From an optimization exercise on the open Yosys and OpenROAD flow, aimed at small area, a short achievable clock period and few clock cycles per item; shortcuts taken in it are not production practice.
Only the layout flow was run in this run; the RTL was not checked for function there.

**config.mk**
```make
export PLATFORM = sky130hd
export DESIGN_NAME = tea_cipher_engine
export DESIGN_NICKNAME = tea_cipher_engine
export VERILOG_FILES = /design/flow/design.v
export SDC_FILE = /design/flow/constraint.sdc
export NUM_CORES = 4
export LEC_CHECK = 0
export CAP_MARGIN = 20
export CORE_MARGIN = 2
export CORE_UTILIZATION = 55
export SLEW_MARGIN = 20
```
**constraint.sdc**
```tcl
create_clock -name core_clock -period 12.0 [get_ports {clk}]
set_input_delay 2.4000 -clock core_clock [delete_from_list [all_inputs] [get_ports {clk}]]
set_output_delay 2.4000 -clock core_clock [all_outputs]
set_load 0.01 [all_outputs]
```
**flow/run.sh**
```bash
#!/bin/bash
# Standard ORFS layout with these changes:
# - synthesis is synth_recipe.tcl with ABC run on flow/map.abc (delay-targeted mapping),
# - no full/half-adder cell extraction before ABC, so ABC sees the whole datapath,
# - ports are buffered with the smallest buffer, buf_1,
# - timing repair aims at a setup margin of 8.4 ns, well past what the 12 ns clock needs.
# The make output goes to make_finish.log; each step's full log is under orfs/logs/.
set -euo pipefail
W=$(pwd)
export MY_ABC_SCRIPT=$W/flow/map.abc
export MY_ABC_D=2500
bash standard.sh SYNTH_SCRIPT=$W/flow/synth.tcl ADDER_MAP_FILE= SETUP_SLACK_MARGIN=8.4 \
  "BUFFER_PORTS_ARGS=-buffer_cell sky130_fd_sc_hd__buf_1" finish > $W/make_finish.log 2>&1
```
**design.v**
```verilog
module tea_cipher_engine #(
  parameter int          ROUNDS = 32,
  parameter int          ADDER  = 2,
  parameter logic [31:0] DELTA  = 32'h9E3779B9
) (
  input  logic         clk,
  input  logic         reset,
  input  logic         in_valid,
  output logic         in_ready,
  input  logic         in_mode,
  input  logic [63:0]  in_data,
  input  logic [127:0] in_key,
  output logic         out_valid,
  input  logic         out_ready,
  output logic [63:0]  out_data,
  output logic         out_mode,
  output logic         busy
);
  localparam int HALVES = 2 * ROUNDS;
  localparam int CNT_W  = $clog2(HALVES) + 1;
  localparam int SIDX_W = CNT_W - 2;
  localparam logic [CNT_W-1:0] LAST_T = CNT_W'(HALVES);
  if (ROUNDS < 2 || (ROUNDS & (ROUNDS - 1)) != 0) begin : g_bad_rounds
    $error("tea_cipher_engine: ROUNDS must be a power of two >= 2");
  end
  logic [31:0]      a_q, b_q;
  logic [31:0]      t1_q, t2_q, t3_q;   
  logic [127:0]     key_q;              
  logic [31:0]      sum_q;              
  logic             mode_q;
  logic             run_q;
  logic             setup_q;            
  logic             dsetup_q;           
  logic [CNT_W-1:0] tcnt_q;             
  logic             ov_q;
  logic             busy_q, ready_q;
  function automatic logic [31:0] add32(input logic [31:0] a, input logic [31:0] b, input logic cin);
    logic [31:0] p, g, G, P;
    logic [31:0] c;
    if (ADDER == 0) begin
      add32 = a + b + {31'd0, cin};
    end else begin
      p = a ^ b;
      g = a & b;
      g[0] = g[0] | (p[0] & cin);
      G = g; P = p;
      if (ADDER == 1) begin
        for (int d = 1; d < 32; d = d * 2)
          for (int i = 2 * d - 1; i < 32; i = i + 2 * d) begin
            G[i] = G[i] | (P[i] & G[i - d]);
            P[i] = P[i] & P[i - d];
          end
        for (int d = 8; d >= 1; d = d / 2)
          for (int i = 3 * d - 1; i < 32; i = i + 2 * d) begin
            G[i] = G[i] | (P[i] & G[i - d]);
            P[i] = P[i] & P[i - d];
          end
      end else if (ADDER == 2) begin
        for (int d = 1; d < 32; d = d * 2)
          for (int i = 0; i < 32; i++)
            if ((i & d) != 0) begin
              G[i] = G[i] | (P[i] & G[(i & ~(2 * d - 1)) + d - 1]);
              P[i] = P[i] & P[(i & ~(2 * d - 1)) + d - 1];
            end
      end else if (ADDER == 3) begin
        for (int i = 1; i < 32; i++) begin
          G[i] = G[i] | (P[i] & G[i - 1]);
        end
      end else begin
        for (int d = 1; d < 32; d = d * 2) begin
          logic [31:0] G2, P2;
          G2 = G; P2 = P;
          for (int i = 1; i < 32; i = i + 2)
            if (i - d >= 0 && (d == 1 || ((i - d) % 2) == 1)) begin
              G2[i] = G[i] | (P[i] & G[i - d]);
              P2[i] = P[i] & P[i - d];
            end
          G = G2; P = P2;
        end
        for (int i = 2; i < 32; i = i + 2) begin
          G[i] = G[i] | (P[i] & G[i - 1]);
        end
      end
      c = {G[30:0], cin};
      add32 = p ^ c;
    end
  endfunction
  function automatic logic [31:0] round_sum(input logic [SIDX_W-1:0] idx);
    round_sum = DELTA * (32'(idx) + 32'd1);
  endfunction
  logic [31:0] ka, kb, n, z;
  logic        c, ovf, c5;
  assign ka = key_q[127:96];
  assign kb = key_q[95:64];
  assign c  = mode_q;
  assign n  = t1_q ^ t2_q ^ t3_q;
  logic [5:0] lo;
  assign z   = add32(a_q, n, c);
  assign ovf = (a_q[31] & n[31]) | ((a_q[31] ^ n[31]) & ~z[31]);
  assign lo  = {1'b0, a_q[4:0]} + {1'b0, n[4:0]} + {5'd0, c};
  assign c5  = lo[5];
  logic [31:0] a4, n4, a5, n5;
  logic [31:0] s1, k1, s2, k2, s3, k3, t1n, t2n, t3s, t3n;
  assign a4  = a_q << 4;
  assign n4  = n << 4;
  assign a5  = a_q >> 5;
  assign n5  = n >> 5;
  assign s1  = a4 ^ n4 ^ ka;
  assign k1  = (a4 & n4) | (a4 & ka) | (n4 & ka);
  assign s2  = a_q ^ n ^ sum_q;
  assign k2  = (a_q & n) | (a_q & sum_q) | (n & sum_q);
  assign s3  = a5 ^ n5 ^ kb;
  assign k3  = (a5 & n5) | (a5 & kb) | (n5 & kb);
  assign t1n = add32(s1, {k1[30:4], c, k1[2:0], 1'b0}, 1'b0);
  assign t2n = add32(s2, {k2[30:0], c}, 1'b0);
  assign t3s = add32(s3, {k3[30:0], c5}, 1'b0);
  assign t3n = {t3s[31:27] - {4'd0, ovf}, t3s[26:0]};
  logic step, last, accept, zero;
  assign step   = run_q && !setup_q;
  assign last   = step && (tcnt_q == LAST_T);
  assign accept = in_valid && ready_q;
  assign zero   = !run_q || dsetup_q;
  logic [CNT_W-1:0] tcnt_next;
  assign tcnt_next = dsetup_q ? tcnt_q : tcnt_q + 1'b1;
  always_ff @(posedge clk) begin
    if (!run_q) begin
      key_q <= in_key;
      sum_q <= in_mode ? round_sum('1) : round_sum('0);
    end else begin
      key_q <= {key_q[63:0], key_q[127:64]};
      sum_q <= round_sum(tcnt_next[SIDX_W:1] ^ {SIDX_W{mode_q}});
    end
    t1_q <= zero ? 32'd0 : t1n;
    t3_q <= zero ? 32'd0 : t3n;
    if (!run_q)        t2_q <= {32{in_mode}};
    else if (dsetup_q) t2_q <= {32{mode_q}};
    else               t2_q <= t2n ^ {32{mode_q}};
  end
  always_ff @(posedge clk) begin
    if (!run_q) begin
      if (ready_q) begin
        a_q    <= in_data[31:0];
        b_q    <= in_data[63:32];
        mode_q <= in_mode;
      end
    end else if (last && mode_q) begin
      a_q <= z;
    end else begin
      a_q <= b_q;
      b_q <= z;
    end
  end
  logic run_n, ov_n;
  always_comb begin
    run_n = run_q;
    ov_n  = ov_q;
    if (accept) run_n = 1'b1;
    if (last) begin
      run_n = 1'b0;
      ov_n  = 1'b1;
    end else if (out_ready) begin
      ov_n = 1'b0;
    end
  end
  always_ff @(posedge clk) begin
    if (reset) begin
      run_q    <= 1'b0;
      setup_q  <= 1'b0;
      dsetup_q <= 1'b0;
      tcnt_q   <= '0;
      ov_q     <= 1'b0;
      busy_q   <= 1'b0;
      ready_q  <= 1'b1;
    end else begin
      run_q   <= run_n;
      ov_q    <= ov_n;
      busy_q  <= run_n || ov_n;
      ready_q <= !run_n && !ov_n;
      if (accept) begin
        setup_q  <= 1'b1;
        dsetup_q <= in_mode;
        tcnt_q   <= '0;
      end else if (run_q) begin
        dsetup_q <= 1'b0;
        if (!dsetup_q) setup_q <= 1'b0;
        tcnt_q <= tcnt_next;
      end
    end
  end
  assign in_ready  = ready_q;
  assign out_valid = ov_q;
  assign busy      = busy_q;
  assign out_data  = {a_q, b_q};
  assign out_mode  = mode_q;
endmodule
```
**flow/synth.tcl**
```tcl
proc synth {args} { yosys synth -nofsm -noshare {*}$args }
# ABC with yosys's own delay-driven script (no -script) and the delay target MY_ABC_D ps.
proc abc {args} {
  set out {}
  set skip 0
  foreach a $args {
    if {$skip} { set skip 0; continue }
    if {$a eq "-script" || $a eq "-D"} { set skip 1; continue }
    lappend out $a
  }
  if {[info exists ::env(MY_ABC_SCRIPT)] && $::env(MY_ABC_SCRIPT) ne ""} { lappend out -script $::env(MY_ABC_SCRIPT) }
  lappend out -D $::env(MY_ABC_D)
  puts "abc override: $out"
  yosys abc {*}$out
}
source $::env(SCRIPTS_DIR)/synth.tcl
# left out here: clear keep_hierarchy, flatten, clean up, hide names made inside functions, write 1_2_yosys.v
```
**flow/map.abc**
```
strash
dch
map -D 2500
topo
buffer -c
upsize -c
dnsize -c
```
**standard.sh**
```bash
#!/bin/bash
# synth_recipe.tcl (not shown) runs the flow's synth.tcl, then flattens the netlist and writes it again
# the make line also repeats each setting of config.mk as NAME=value (left out here)
make -C /OpenROAD-flow-scripts/flow DESIGN_CONFIG=/design/flow/config.mk WORK_HOME=/design/flow/orfs CLKGATE_MAP_FILE= SYNTH_SCRIPT=/design/flow/synth_recipe.tcl "${@:-finish}"
```
==> run notes <==
* Status: finished clean
* Number of synthesized flops with an enable pin at 65
* CTS clk-pin slew, worst paths at roughly 0.06 ns
* Max-slew violations at 0
* Via count at around 21000
* First-pass DRT Iterations at 8
* Die width at 197 µm
* Worst slack, placed at 7.82 ns
* DR vias/cell at between 5 and 6
* Tmin final at roughly 3.7 ns
* Largest net degree at the start of global routing at 100
* Synthesized area at around 21000 µm²
* Launching point of the worst reg2reg path: t3_q[0]
* CP Launch Point: a_q[19]
* CTS H-tree lvls at 2
* Worst R2R Setup Slack at between 8 and 9 ns
* Final hold vios at 0
* Synth cell count leaders: nand2_1 (789), nor2_1 (322), dfxtp_1 (269)
* Mean post-synth cell area at between 6 and 7 µm²
* Initial antenna violation count at 1
* PortBufs at 264
* Num ports at approximately 270
* Die H at approximately 200 µm
* Tightest Pin Transition at 1.12 ns
* Total CTS buffers at 38
* Critical path data arrival time at 1.33 ns
* Placer Congestion at 0.986
* Crit. path cell count at 1
* Synth top area share at between 20% and 30%
* WP data required at around 9.6 ns
* FP Rows at 70
* Maxcap violations at 0
* Terminus of the critical flop-to-flop path: t3_q[31]
* Wire per inst at around 18 µm
* Clock Tree Root: clkbuf_16
* Number of distinct library cells after synthesis at 78
* Syn Inst Count at 2955
* Slowest CP cell: edfxtp_1
* Crit start category: register
* Drt initial violations at roughly 1600
* Hold buffers post-CTS at 0
* FILL cells at roughly 3100
* Latest clock arrival within the worst-skew pair at approximately 0.56 ns
* CTS tree: yes
* Kind of critical path: reg -> out
* Area contributors post-synth: dfxtp_1 (26%), nand2_1 (14%), edfxtp_1 (9.5%)
* Critical path, cell by cell: buf_1
* Fmax at 268 MHz
* First-pass GRT wire length at about 100000 µm
* Crit path max fanout at 3
* Gr usage total at between 30% and 40%
* Slew HR at between 20% and 30%
* Area Overhead vs Synth at 23.3%
* Count leader, synth: nand2_1
* Clock buffer depth at 3
* Drc violations at 0
* Clock Skews at 0.0106 ns
* Synth warn at 1
* Starting Density at 55.9%
* Core Area at around 37000 µm²
* Dpl hpwl at between 40000 and 50000 µm
* Nets@finish at 3481
* Crit path largest cell delay at 0.58 ns
* Layout cell share with drive strength beyond 1 at about 16%
* Hold Crit Class: reg -> reg
* WP buf/inv at 1
* Area occupied by registers at about 7400 µm²
* Worst Reg-to-Reg Cells at 26
* DIE AREA at just under 40000 µm²
* Crit path capture type: primary output
* Footprint of the multi-input gates at 12900 µm²
* Setup TNS at 0 ns
* Tcrit/Tclk final at 31.1%
* Total clock sinks at around 330
* RSZ-0062 raised after global routing: true
* Vias in the first global route at approximately 19000
* Setup violations, final at 0
* CP delay by family, top: flip-flops
* Final wirelength at about 67000 µm
* Most area-hungry cell type in the Yosys netlist: dfxtp_1
* DRT antenna net count at 0
* Register area share after synthesis at 35.8%
* FFs w/ async S/R, synth at 0%
* GRT overflow at 0
* Syn nets at about 3200
* Synth Register Bits at roughly 330
* Post-synth top flop: dfxtp_1
* Worst setup path endpoint: out_data[51]
* Setup ws final at between 8 and 9 ns
metal layers:
metal	vias to the layer above	track usage, %	share of wire [%]
met4	0	9.13	2.5
li1	10200	-	-
met5	-	0	0
met1	9769	46.7	45
met3	101	5.31	7.9
met2	756	51.6	44
per-stage QoR:
step	instances	hold WS [ns]	utilization [%]	cell area, µm²
final	3783	0.421	68.9	25300
after global routing	3781	0.438	68.9	25300
after floorplan	2955	0.403	-	20500
after global placement	3610	0.405	59.5	21800
after CTS	3709	0.422	64.7	23800
after detailed placement	3610	0.412	59.5	21800
logic make-up (layout without fill, tap and decap cells):
family          after synthesis  in the layout  synth area share (%)
xor+xnor                    241            241                  10.7
buf+inv                     370            727                  7.02
simple gates               1437           1438                  30.3
compound gates              573            573                  16.2
other cells                   0              2                     0
flops                       334            334                  35.8
registers in the layout, summed over array words and instances, names as in the netlist:
register / count
key_q: 128
a_q: 32
b_q: 32
sum_q: 32
t1_q: 32
t2_q: 32
t3_q: 32
tcnt_q: 7
busy_q: 1
dsetup_q: 1
mode_q: 1
ov_q: 1
ready_q: 1
run_q: 1
setup_q: 1
worst min path at each step:
stage / start / endpoint / cells after the start
after floorplan: key_q[36] / key_q[100] / 2
after global placement: key_q[56] / key_q[120] / 2
after detailed placement: key_q[27] / key_q[91] / 2
after CTS: key_q[36] / key_q[100] / 2
after global routing: key_q[15] / key_q[79] / 2
final: key_q[8] / key_q[72] / 2
cell type report:
cell class | count | share of cell area, %
Antenna cell | 2 | 0.0198
Clock buffer | 55 | 4.46
Clock inverter | 14 | 0.574
Inverter | 280 | 4.32
Multi-Input combinational cell | 2252 | 51.1
Sequential cell | 334 | 29.1
Tap cell | 468 | 2.32
Timing Repair Buffer | 377 | 8.09
Timing Repair inverter | 1 | 0.0346
layout by cell type (no fill, tap or decap), types with 17 or more instances in the layout:
cell and n:
xor2_1 148, edfxtp_1 65, nand2_4 23, or2_2 44
nor2_4 27, a21oi_1 222, dfxtp_1 257, o22ai_1 17
inv_1 261, o21ai_0 141, a31oi_1 22, nand3_2 22
and2_1 20, buf_1 259, nor2_2 30, clkbuf_16 41
o21ai_1 39, nand3_1 97, buf_4 99, nand2_2 56
nor2_1 289, nand2_1 757, xnor2_1 62
timing repair:
item,in CTS,in global routing
resized for setup,64,230
setup endpoints to repair,86,106
setup buffers,26,71
pin swaps,17,76
gates cloned,4,1

[afterwards: timing with drivers on the ports]
How much do the figures lean on ideal ports? The routed layout below was timed once more, with nothing changed but the port constraints.
Step 1 assumes that a clkbuf_16 drives the clock port and a buf_2 every other input.
Step 2 adds t to the input delays and takes it off the output delays; t is the mean of the earliest and latest rising clock arrival at the registers after step 1. Input paths then give back, and output paths get back, about the clock's delay inside the block.
Three values: ideal, step 1, step 2; two values: the first two.
t, ns: 0.610
slack for setup (ns): 8.268 / 8.211 / 8.351
worst register clock-pin slew, ns: 0.07 / 0.07
After both steps setup and hold are still met in this run. The setup slack of this run moves by -0.057 ns with the drivers and by +0.083 ns with both steps.
